This is an optimization exercise on Yosys and OpenROAD, whose aim is small area and a short achievable clock period, not a production implementation.
Function was not checked in any run shown here: the RTL went through the layout flow alone.
No activity file was given, so power comes from the tool's default toggle rates.

==> flow/design.v, too long to show whole: its modules and the start of the top module <==
// module conv3x3_pe: 787 lines
// module csa_fa: 10 lines
module conv3x3_pe #(
    parameter int SHIFT = 4,
    parameter int ACC_W = 21
) (
    input  logic         clk,
    input  logic         rst,
    input  logic [7:0]   p00,
    input  logic [7:0]   p01,
    input  logic [7:0]   p02,
    input  logic [7:0]   p10,
    input  logic [7:0]   p11,
    input  logic [7:0]   p12,
    input  logic [7:0]   p20,
    input  logic [7:0]   p21,
    input  logic [7:0]   p22,
    input  logic         window_valid,
    input  logic         w_load,
    input  logic [3:0]   w_idx,
    input  logic [7:0]   w_data,
    output logic [7:0]   out_pixel,
    output logic         out_valid,
    output logic [15:0]  out_count
);
  // ...
==> flow/run.sh <==
#!/bin/bash
# synth_recipe.tcl (not shown) runs the flow's synth.tcl, then flattens the netlist and writes it again
# the make line also repeats each setting of config.mk as NAME=value (left out here)
make -C /OpenROAD-flow-scripts/flow DESIGN_CONFIG=/design/flow/config.mk WORK_HOME=/design/flow/orfs CLKGATE_MAP_FILE= SYNTH_SCRIPT=/design/flow/synth_recipe.tcl finish
==> flow/config.mk <==
export PLATFORM = sky130hd
export DESIGN_NAME = conv3x3_pe
export DESIGN_NICKNAME = conv3x3_pe
export VERILOG_FILES = /design/flow/design.v
export SDC_FILE = /design/flow/constraint.sdc
export NUM_CORES = 4
export LEC_CHECK = 0
export ABC_CLOCK_PERIOD_IN_PS = 2000
export CAP_MARGIN = 20
export CORE_MARGIN = 2
export CORE_UTILIZATION = 40
export SLEW_MARGIN = 20
export SYNTH_HIERARCHICAL = 1
export SYNTH_MINIMUM_KEEP_SIZE = 0
==> flow/constraint.sdc <==
create_clock -name core_clock -period 5.5 [get_ports {clk}]
set_input_delay 1.1000 -clock core_clock [delete_from_list [all_inputs] [get_ports {clk}]]
set_output_delay 1.1000 -clock core_clock [all_outputs]
set_load 0.01 [all_outputs]
==> impl_metrics.env, run 1 <==
export IMPL_synth_simple_area_share_pct=14.8
export IMPL_cp_max_fo=7
export IMPL_pg_comb_w=0.00859
export IMPL_met3_usage_pct=4.75
export IMPL_syn_area_um2=22000
export IMPL_yosysTopAreaCellShare_pct=51.0
export IMPL_final_fill_count=4962
export IMPL_grt_pass1_vias=16000
export IMPL_clk_share_pct=4.53
export IMPL_yosys_area_share_adder_pct=51.9
export IMPL_drt_iter0_drc=1604
export IMPL_rr_startpoint="r2_q[28]"
export IMPL_num_nonclk_buffers=113
export IMPL_dpl_hpwl_mm=59.3
export IMPL_synthFlopType="dfxtp_1"
export IMPL_detail_route_vias_per_cell=5.53
export IMPL_synthTopCellsByArea="fa_1, dfxtp_1, edfxtp_1"
export IMPL_seq_cells=260
export IMPL_setup_ws_ps=966
export IMPL_numPortBuffers=112
export IMPL_cellInternalPower_w=0.00715
export IMPL_synthTopCellsByCount="fa_1, nand2_1, dfxtp_1"
export IMPL_status="no timing/DRC/antenna violations"
export IMPL_start_util_pct=40.7
export IMPL_met1_usage_pct=33.5
export IMPL_max_freq_ghz=0.221
export IMPL_maxCapViolations=0
export IMPL_top_layer="met4"
export IMPL_cp_end_kind="flop"
export IMPL_async_reset_ff_share_pct=0
export IMPL_start_kind="flop"
export IMPL_setup_violations=0
export IMPL_wirelength_mm=71.2
export IMPL_post_route_cells_drive_above_1_share_pct=3.42
export IMPL_synth_compound_area_share_pct=1.93
export IMPL_synthXorXnorAreaFrac_pct=0.995
export IMPL_critPathKind="flop to flop"
export IMPL_buf_share_pct=4.57
==> run 2: changes to the inputs <==
--- a/flow/design.v
+++ b/flow/design.v
@@ -127,4 +127,5 @@
             k_q[4] <= 8'(1 << SHIFT);
-        end else if (wl_q) begin
-            k_q[wi_q] <= wd_q;
+        end else begin
+            for (int i = 0; i < 10; i++)
+                if (wl_q && wi_q == 4'(i)) k_q[i] <= wd_q;
         end
@@ -266,3 +267,3 @@
     csa_fa u_t269 (.a(t174), .b(t255), .c(t176), .s(t269), .co(t270));
-    csa_fa u_t271 (.a(t257), .b(t178), .c(t180), .s(t271), .co(t272));
+    csa_fa u_t271 (.a(t178), .b(t257), .c(t180), .s(t271), .co(t272));
     csa_fa u_t273 (.a(t182), .b(t259), .c(t261), .s(t273), .co(t274));
@@ -316,4 +317,4 @@
     csa_fa u_t369 (.a(t351), .b(t256), .c(t258), .s(t369), .co(t370));
-    csa_fa u_t371 (.a(t353), .b(t355), .c(t260), .s(t371), .co(t372));
-    csa_fa u_t373 (.a(t262), .b(t264), .c(t357), .s(t373), .co(t374));
+    csa_fa u_t371 (.a(t353), .b(t260), .c(t262), .s(t371), .co(t372));
+    csa_fa u_t373 (.a(t355), .b(t264), .c(t357), .s(t373), .co(t374));
     csa_fa u_t375 (.a(t266), .b(t359), .c(t361), .s(t375), .co(t376));
@@ -321,4 +322,4 @@
     csa_fa u_t379 (.a(t268), .b(t270), .c(t369), .s(t379), .co(t380));
-    csa_fa u_t381 (.a(t272), .b(t371), .c(t274), .s(t381), .co(t382));
-    csa_fa u_t383 (.a(t373), .b(t375), .c(t377), .s(t383), .co(t384));
+    csa_fa u_t381 (.a(t272), .b(t371), .c(t373), .s(t381), .co(t382));
+    csa_fa u_t383 (.a(t274), .b(t375), .c(t377), .s(t383), .co(t384));
     csa_fa u_t385 (.a(t276), .b(t278), .c(t379), .s(t385), .co(t386));
@@ -376,4 +377,4 @@
     csa_fa u_t489 (.a(t356), .b(t469), .c(t358), .s(t489), .co(t490));
-    csa_fa u_t491 (.a(t471), .b(t360), .c(t362), .s(t491), .co(t492));
-    csa_fa u_t493 (.a(t364), .b(t473), .c(t366), .s(t493), .co(t494));
+    csa_fa u_t491 (.a(t360), .b(t362), .c(t471), .s(t491), .co(t492));
+    csa_fa u_t493 (.a(t473), .b(t364), .c(t366), .s(t493), .co(t494));
     csa_fa u_t495 (.a(t475), .b(t477), .c(t479), .s(t495), .co(t496));
@@ -381,3 +382,3 @@
     csa_fa u_t499 (.a(t368), .b(t487), .c(t370), .s(t499), .co(t500));
-    csa_fa u_t501 (.a(t372), .b(t374), .c(t489), .s(t501), .co(t502));
+    csa_fa u_t501 (.a(t372), .b(t489), .c(t374), .s(t501), .co(t502));
     csa_fa u_t503 (.a(t491), .b(t376), .c(t493), .s(t503), .co(t504));
@@ -433,5 +434,5 @@
     csa_fa u_t603 (.a(t468), .b(t470), .c(t472), .s(t603), .co(t604));
-    csa_fa u_t605 (.a(t474), .b(t583), .c(t585), .s(t605), .co(t606));
-    csa_fa u_t607 (.a(t587), .b(t476), .c(t478), .s(t607), .co(t608));
-    csa_fa u_t609 (.a(t480), .b(t482), .c(t484), .s(t609), .co(t610));
+    csa_fa u_t605 (.a(t474), .b(t583), .c(t476), .s(t605), .co(t606));
+    csa_fa u_t607 (.a(t478), .b(t480), .c(t585), .s(t607), .co(t608));
+    csa_fa u_t609 (.a(t587), .b(t482), .c(t484), .s(t609), .co(t610));
     csa_fa u_t611 (.a(t486), .b(t589), .c(t591), .s(t611), .co(t612));
@@ -441,3 +442,3 @@
     csa_fa u_t619 (.a(t494), .b(t605), .c(t607), .s(t619), .co(t620));
-    csa_fa u_t621 (.a(t496), .b(t609), .c(t498), .s(t621), .co(t622));
+    csa_fa u_t621 (.a(t609), .b(t496), .c(t498), .s(t621), .co(t622));
     csa_fa u_t623 (.a(t611), .b(t613), .c(t615), .s(t623), .co(t624));
@@ -486,5 +487,5 @@
     csa_fa u_t709 (.a(t689), .b(t584), .c(t586), .s(t709), .co(t710));
-    csa_fa u_t711 (.a(t588), .b(t691), .c(t693), .s(t711), .co(t712));
-    csa_fa u_t713 (.a(t695), .b(t590), .c(t592), .s(t713), .co(t714));
-    csa_fa u_t715 (.a(t594), .b(t596), .c(t598), .s(t715), .co(t716));
+    csa_fa u_t711 (.a(t588), .b(t691), .c(t590), .s(t711), .co(t712));
+    csa_fa u_t713 (.a(t592), .b(t594), .c(t596), .s(t713), .co(t714));
+    csa_fa u_t715 (.a(t693), .b(t695), .c(t598), .s(t715), .co(t716));
     csa_fa u_t717 (.a(t600), .b(t602), .c(t697), .s(t717), .co(t718));
@@ -494,3 +495,3 @@
     csa_fa u_t725 (.a(t610), .b(t711), .c(t713), .s(t725), .co(t726));
-    csa_fa u_t727 (.a(t612), .b(t614), .c(t715), .s(t727), .co(t728));
+    csa_fa u_t727 (.a(t715), .b(t612), .c(t614), .s(t727), .co(t728));
     csa_fa u_t729 (.a(t717), .b(t719), .c(t616), .s(t729), .co(t730));
@@ -533,5 +534,5 @@
     csa_fa u_t803 (.a(t785), .b(t692), .c(t694), .s(t803), .co(t804));
-    csa_fa u_t805 (.a(t696), .b(t787), .c(t789), .s(t805), .co(t806));
-    csa_fa u_t807 (.a(t791), .b(t698), .c(t700), .s(t807), .co(t808));
-    csa_fa u_t809 (.a(t702), .b(t704), .c(t706), .s(t809), .co(t810));
+    csa_fa u_t805 (.a(t696), .b(t787), .c(t698), .s(t805), .co(t806));
+    csa_fa u_t807 (.a(t700), .b(t702), .c(t704), .s(t807), .co(t808));
+    csa_fa u_t809 (.a(t789), .b(t791), .c(t706), .s(t809), .co(t810));
     csa_fa u_t811 (.a(t708), .b(t793), .c(t795), .s(t811), .co(t812));
@@ -540,4 +541,4 @@
     csa_fa u_t817 (.a(t714), .b(t716), .c(t805), .s(t817), .co(t818));
-    csa_fa u_t819 (.a(t807), .b(t718), .c(t720), .s(t819), .co(t820));
-    csa_fa u_t821 (.a(t809), .b(t811), .c(t813), .s(t821), .co(t822));
+    csa_fa u_t819 (.a(t807), .b(t809), .c(t718), .s(t819), .co(t820));
+    csa_fa u_t821 (.a(t720), .b(t811), .c(t813), .s(t821), .co(t822));
     csa_fa u_t823 (.a(t722), .b(t724), .c(t815), .s(t823), .co(t824));
@@ -574,5 +575,5 @@
     csa_fa u_t885 (.a(t788), .b(t790), .c(t792), .s(t885), .co(t886));
-    csa_fa u_t887 (.a(t871), .b(t873), .c(t875), .s(t887), .co(t888));
-    csa_fa u_t889 (.a(t794), .b(t796), .c(t798), .s(t889), .co(t890));
-    csa_fa u_t891 (.a(t800), .b(t802), .c(t877), .s(t891), .co(t892));
+    csa_fa u_t887 (.a(t871), .b(t794), .c(t796), .s(t887), .co(t888));
+    csa_fa u_t889 (.a(t798), .b(t800), .c(t873), .s(t889), .co(t890));
+    csa_fa u_t891 (.a(t875), .b(t802), .c(t877), .s(t891), .co(t892));
     csa_fa u_t893 (.a(t879), .b(t881), .c(t883), .s(t893), .co(t894));
@@ -580,3 +581,3 @@
     csa_fa u_t897 (.a(t808), .b(t810), .c(t887), .s(t897), .co(t898));
-    csa_fa u_t899 (.a(t812), .b(t889), .c(t814), .s(t899), .co(t900));
+    csa_fa u_t899 (.a(t889), .b(t812), .c(t814), .s(t899), .co(t900));
     csa_fa u_t901 (.a(t891), .b(t893), .c(t816), .s(t901), .co(t902));
@@ -606,4 +607,4 @@
     csa_fa u_t949 (.a(t937), .b(t872), .c(t874), .s(t949), .co(t950));
-    csa_fa u_t951 (.a(t876), .b(t939), .c(t941), .s(t951), .co(t952));
-    csa_fa u_t953 (.a(t878), .b(t880), .c(t882), .s(t953), .co(t954));
+    csa_fa u_t951 (.a(t876), .b(t939), .c(t878), .s(t951), .co(t952));
+    csa_fa u_t953 (.a(t880), .b(t882), .c(t941), .s(t953), .co(t954));
     csa_fa u_t955 (.a(t943), .b(t884), .c(t945), .s(t955), .co(t956));
@@ -645,3 +646,3 @@
     csa_fa u_t1027 (.a(t1019), .b(t1021), .c(t990), .s(t1027), .co(t1028));
-    csa_fa u_t1029 (.a(t992), .b(t1023), .c(t994), .s(t1029), .co(t1030));
+    csa_fa u_t1029 (.a(t992), .b(t994), .c(t1023), .s(t1029), .co(t1030));
     csa_fa u_t1031 (.a(t996), .b(t1025), .c(t1027), .s(t1031), .co(t1032));
@@ -737,4 +738,4 @@
         r2_q[43] <= t903;
-        r2_q[44] <= t905;
-        r2_q[45] <= t828;
+        r2_q[44] <= t828;
+        r2_q[45] <= t905;
         r2_q[46] <= t961;
@@ -764,18 +765,34 @@
     assign acc_b = {1'b0, t1122, 1'b0, 1'b0, 1'b0, t1111, t1105, t1099, t1091, 1'b0, t1075, t1067, t1061, t1057, t1055, r2_q[9], r2_q[7], r2_q[5], r2_q[3], r2_q[1]};
-    logic [19:0] acc;
-    logic [15:0] sh;
-    logic [7:0]  sat_d, pix_q;
-    assign acc = ~acc_a + ~acc_b;
-    assign sh  = acc[19:4];
-    always_comb begin
-        if (sh[15] && !(&sh[14:7])) sat_d = 8'h80;
-        else if (!sh[15] && (|sh[14:7])) sat_d = 8'h7f;
-        else sat_d = sh[7:0];
-    end
+    logic [19:0] na, nb;
+    logic [11:0] lo;
+    logic [8:0]  h0;
+    logic [9:0]  h1;
+    logic [6:0]  lo_q;
+    logic        c11_q, ok0_q, ok1_q, sg0_q, sg1_q, b0_q, b1_q;
+    logic        ok, sg, b11;
+    assign na = ~acc_a;
+    assign nb = ~acc_b;
+    assign lo = {1'b0, na[10:0]} + {1'b0, nb[10:0]};
+    assign h0 = na[19:11] + nb[19:11];
+    assign h1 = {na[19:11], 1'b1} + {nb[19:11], 1'b1};
     always_ff @(posedge clk) begin
         if (rst) begin
-            pix_q <= '0;
+            lo_q  <= '0;
+            c11_q <= 1'b0;
+            ok0_q <= 1'b1;
+            ok1_q <= 1'b1;
+            sg0_q <= 1'b0;
+            sg1_q <= 1'b0;
+            b0_q  <= 1'b0;
+            b1_q  <= 1'b0;
             cnt_q <= '0;
         end else if (v2_q) begin
-            pix_q <= sat_d;
+            lo_q  <= lo[10:4];
+            c11_q <= lo[11];
+            ok0_q <= (h0 == 9'h000) || (h0 == 9'h1ff);
+            ok1_q <= (h1[9:1] == 9'h000) || (h1[9:1] == 9'h1ff);
+            sg0_q <= h0[8];
+            sg1_q <= h1[9];
+            b0_q  <= h0[0];
+            b1_q  <= h1[1];
             cnt_q <= cnt_q + 16'd1;
@@ -783,3 +800,6 @@
     end
-    assign out_pixel = pix_q;
+    assign ok  = c11_q ? ok1_q : ok0_q;
+    assign sg  = c11_q ? sg1_q : sg0_q;
+    assign b11 = c11_q ? b1_q : b0_q;
+    assign out_pixel = ok ? {b11, lo_q} : (sg ? 8'h80 : 8'h7f);
     assign out_valid = v3_q;
==> flow/flow/run.sh (new file) <==
#!/bin/bash
# Own flow: the standard layout (standard.sh: the standard synthesis and
# ORFS steps, unchanged), except that the port buffers buffer_ports inserts
# during global placement are plain buf_1 cells instead of the default pick.
set -euo pipefail
export BUFFER_PORTS_ARGS="-buffer_cell sky130_fd_sc_hd__buf_1"
bash standard.sh > standard_flow.log 2>&1
==> flow/standard.sh (new file) <==
#!/bin/bash
# synth_recipe.tcl (not shown) runs the flow's synth.tcl, then flattens the netlist and writes it again
# the make line also repeats each setting of config.mk as NAME=value (left out here)
make -C /OpenROAD-flow-scripts/flow DESIGN_CONFIG=/design/flow/config.mk WORK_HOME=/design/flow/orfs CLKGATE_MAP_FILE= SYNTH_SCRIPT=/design/flow/synth_recipe.tcl "${@:-finish}"
--- a/flow/config.mk
+++ b/flow/config.mk
@@ -11,2 +11,3 @@
 export CORE_UTILIZATION = 40
+export SETUP_SLACK_MARGIN = 1.4
 export SLEW_MARGIN = 20
removed: flow/run.sh
==> run 2 against run 1 <==
Still clean; sequential share of layout area down 2.2 points; worst hold slack got worse by 73 ps; total power is 39% lower; first-iteration DRC count decreased by 25%.
==> impl_metrics.env, run 2 <==
export IMPL_status="no timing/DRC/antenna violations"
export IMPL_numPortBuffers=112
export IMPL_finalNetCount=2677
export IMPL_antenna_left=0
export IMPL_ys_ff_latch=266
export IMPL_routed_via_count=14600
export IMPL_worst_ir_drop_vdd_mv=0.414
export IMPL_gp_congestion=0.949
export IMPL_start_util_pct=40.6
export IMPL_yosysTopAreaCellShare_pct=50.4
export IMPL_slew_headroom_pct=24.3
export IMPL_overflow=0
export IMPL_ctsLongestPathBuffers=3
export IMPL_clk_pin_slew_worst_paths_ps=60
export IMPL_cp_max_fo=8
export IMPL_maxCapViolations=0
export IMPL_cp_end_kind="flop"
export IMPL_multi_input_area_um2=16400
export IMPL_syn_area_um2=22400
export IMPL_post_route_drc_count=0
export IMPL_crit_required_ps=5920
export IMPL_finalMaxSlewViolations=0
export IMPL_place_ws_ps=1230
export IMPL_synthFlopType="dfxtp_1"
export IMPL_post_synth_top_count_cell="fa_1"
export IMPL_final_fill_count=5156
export IMPL_start_kind="flop"
export IMPL_setup_ws_ps=1450
export IMPL_setup_tns_ps=0
export IMPL_cts_made_buffers=34
export IMPL_wire_per_inst_um=25.1
export IMPL_grt_pass1_wl_mm=104
export IMPL_drt_iter0_drc=1207
export IMPL_fin_crit_ps=4050
export IMPL_htreeDepth=2
export IMPL_p_per_area_nw_per_um2=333
export IMPL_synthTopCellsByArea="fa_1, dfxtp_1, nand2_1"
export IMPL_yosysWarnings=11
export IMPL_regMostFlops="k_q"
export IMPL_core_area_um2=55200
export IMPL_hold_buffers=0
export IMPL_largest_reg_flops=80
export IMPL_seq_area_frac_synth_pct=23.8
export IMPL_holdWs_ps=438
export IMPL_max_freq_ghz=0.247
export IMPL_seq_area_um2=5370
export IMPL_ys_types=54
export IMPL_num_rows=86
export IMPL_synthTopCellsByCount="fa_1, nand2_1, dfxtp_1"
export IMPL_worstReg2RegEnd="r2_q[27]"
export IMPL_hp_start="v1_q"
export IMPL_cts_sinks=266
export IMPL_antenna_found_initial=0
export IMPL_async_reset_ff_share_pct=0
export IMPL_rr_worst_depth=7
export IMPL_critPathKind="flop to flop"
export IMPL_power_w=0.00816
export IMPL_worstHoldPathType="flop to flop"
export IMPL_hold_end="v2_q"
export IMPL_synth_cells=2012
export IMPL_area_growth_pct=9.34
export IMPL_finalHoldViolCount=0
export IMPL_layout_commonest_cell="fa_1"
export IMPL_detail_route_vias_per_cell=5.25
export IMPL_fin_crit_sh_pct=73.6
export IMPL_dieArea_um2=57900
export IMPL_clk_latency_ps=560
export IMPL_setup_violations=0
export IMPL_fin_worst_skew_ps=24.9
export IMPL_post_route_cells_drive_above_1_share_pct=5.71
export IMPL_dpl_hpwl_mm=58.4
export IMPL_final_cell_mix="fa_1, nand2_1, dfxtp_1"
export IMPL_cts_tree="done"
export IMPL_cp_arrival_ps=4470
export IMPL_die_y_um=241
export IMPL_rr_startpoint="px_q[7][4]"
export IMPL_holdPathStages=1
export IMPL_yosysTopAreaCell="fa_1"
export IMPL_grt_pass1_vias=16100
export IMPL_die_w_um=241
export IMPL_io_pins=113
export IMPL_synth_edff_count=0
export IMPL_wirelength_mm=69.8
export IMPL_grt_start_max_net_pins=83
export IMPL_worst_slew_pin_transition_ps=1130
export IMPL_rsz0062_at_grt="yes"
export IMPL_rrSetupSlack_ps=1450
export IMPL_firstDrtPassIters=5
export IMPL_reg_top3="k_q x80, px_q x72, r2_q x68"
export IMPL_leakage_nw=7.05
export IMPL_syn_avg_cell_area_um2=11.1
export IMPL_root_buffer="clkbuf_16"
export IMPL_grt_util_all_layers_pct=25.2
==> run 2: timing repair <==
action,in CTS,in global routing
pin swaps,2,12
setup buffers,1,3
setup endpoints to repair,3,13
gates resized for setup,8,43
==> run 2: cells by family (layout without fill, tap and decap cells) <==
| group | count (synthesis) | count (layout) | share of synthesized area [%] |
|---|---|---|---|
| other cells | 1 | 13 | 0.0168 |
| fa+ha+maj | 580 | 580 | 51.3 |
| simple gates | 800 | 800 | 15.2 |
| mux | 84 | 84 | 3.77 |
| xor+xnor | 26 | 26 | 1.02 |
| compound gates | 48 | 48 | 1.41 |
| buf+inv | 207 | 215 | 3.53 |
| flops | 266 | 266 | 23.8 |
==> run 2: how the worst max path moves through the flow <==
stage | from | end | slack, ps | cells after the start
5_1_grt | r2_q[54] | ok1_q | 1380 | 11
3_3_place_gp | r2_q[52] | ok1_q | 1240 | 11
4_1_cts | r2_q[28] | ok0_q | 1400 | 13
6_report | px_q[7][4] | r2_q[27] | 1450 | 7
2_1_floorplan | r2_q[52] | ok1_q | 1430 | 11
3_5_place_dp | r2_q[52] | ok1_q | 1230 | 11
==> run 2: critical path, stage by stage (launching register included) <==
cell and delay [ps]:
dfxtp_1 670, nand2_1 170, fa_1 490, fa_1 500
fa_1 530, fa_1 460, fa_1 670, fa_1 440
==> run 2: modules after synthesis, one instance, submodules excluded <==
module	times used	flops+latches
conv3x3_pe	1	266
csa_fa	561	0
==> run 2: power breakdown <==
group | total (W) | switching (W) | internal (W)
logic | 0.00351 | 0.00195 | 0.00156
registers | 0.00228 | 0.000198 | 0.00208
clock network | 0.00237 | 0.000908 | 0.00146
total | 0.00816 | 0.00306 | 0.00510
==> run 2: per-layer routing <==
layer / vias up / GRT usage (%) / wire (µm)
met5: - / 0 / 0
met1: 7667 / 32.7 / 27500
li1: 6099 / - / -
met4: 0 / 14.1 / 4290
met3: 158 / 4.99 / 5150
met2: 681 / 39.8 / 32900
==> run 2: final cells by class <==
type	count	area share (%)
Multi-Input combinational cell	1549	66.9
Clock inverter	10	0.828
Inverter	40	0.613
Antenna cell	2	0.0204
Sequential cell	266	21.9
Tap cell	748	3.82
Timing Repair Buffer	118	1.92
Clock buffer	47	3.93
==> run 2: per-stage QoR <==
step | area, µm² | cells | util [%]
floorplan | 22400 | 2022 | -
global placement | 23200 | 2717 | 42.0
detailed placement | 23200 | 2717 | 42.0
CTS | 24400 | 2775 | 44.1
global route | 24500 | 2778 | 44.3
finish | 24500 | 2780 | 44.3

## afterwards: timing with drivers on the ports
The flow's constraints put no driver on any port. The routed layouts listed below were extracted and timed again, unchanged, in two steps.
Step 1, drivers: a clkbuf_16 drives clk and a buf_2 each remaining input, both assumed.
Step 2 also shifts input and output timing later by t, the mid clock arrival at the registers, as if the neighbouring blocks saw the same clock.
Slacks: ideal ports / drivers / drivers and shift; pairs: ideal ports / drivers.
| run | shift t [ns] | setup slack, ns | pins driven straight from the clock port |
|---|---|---|---|
| run 1 | 0.647 | 0.966 / 0.966 / 0.966 | 1 |
| run 2 | 0.607 | 1.454 / 1.454 / 1.454 | 1 |
After both steps every run listed still meets setup and hold.
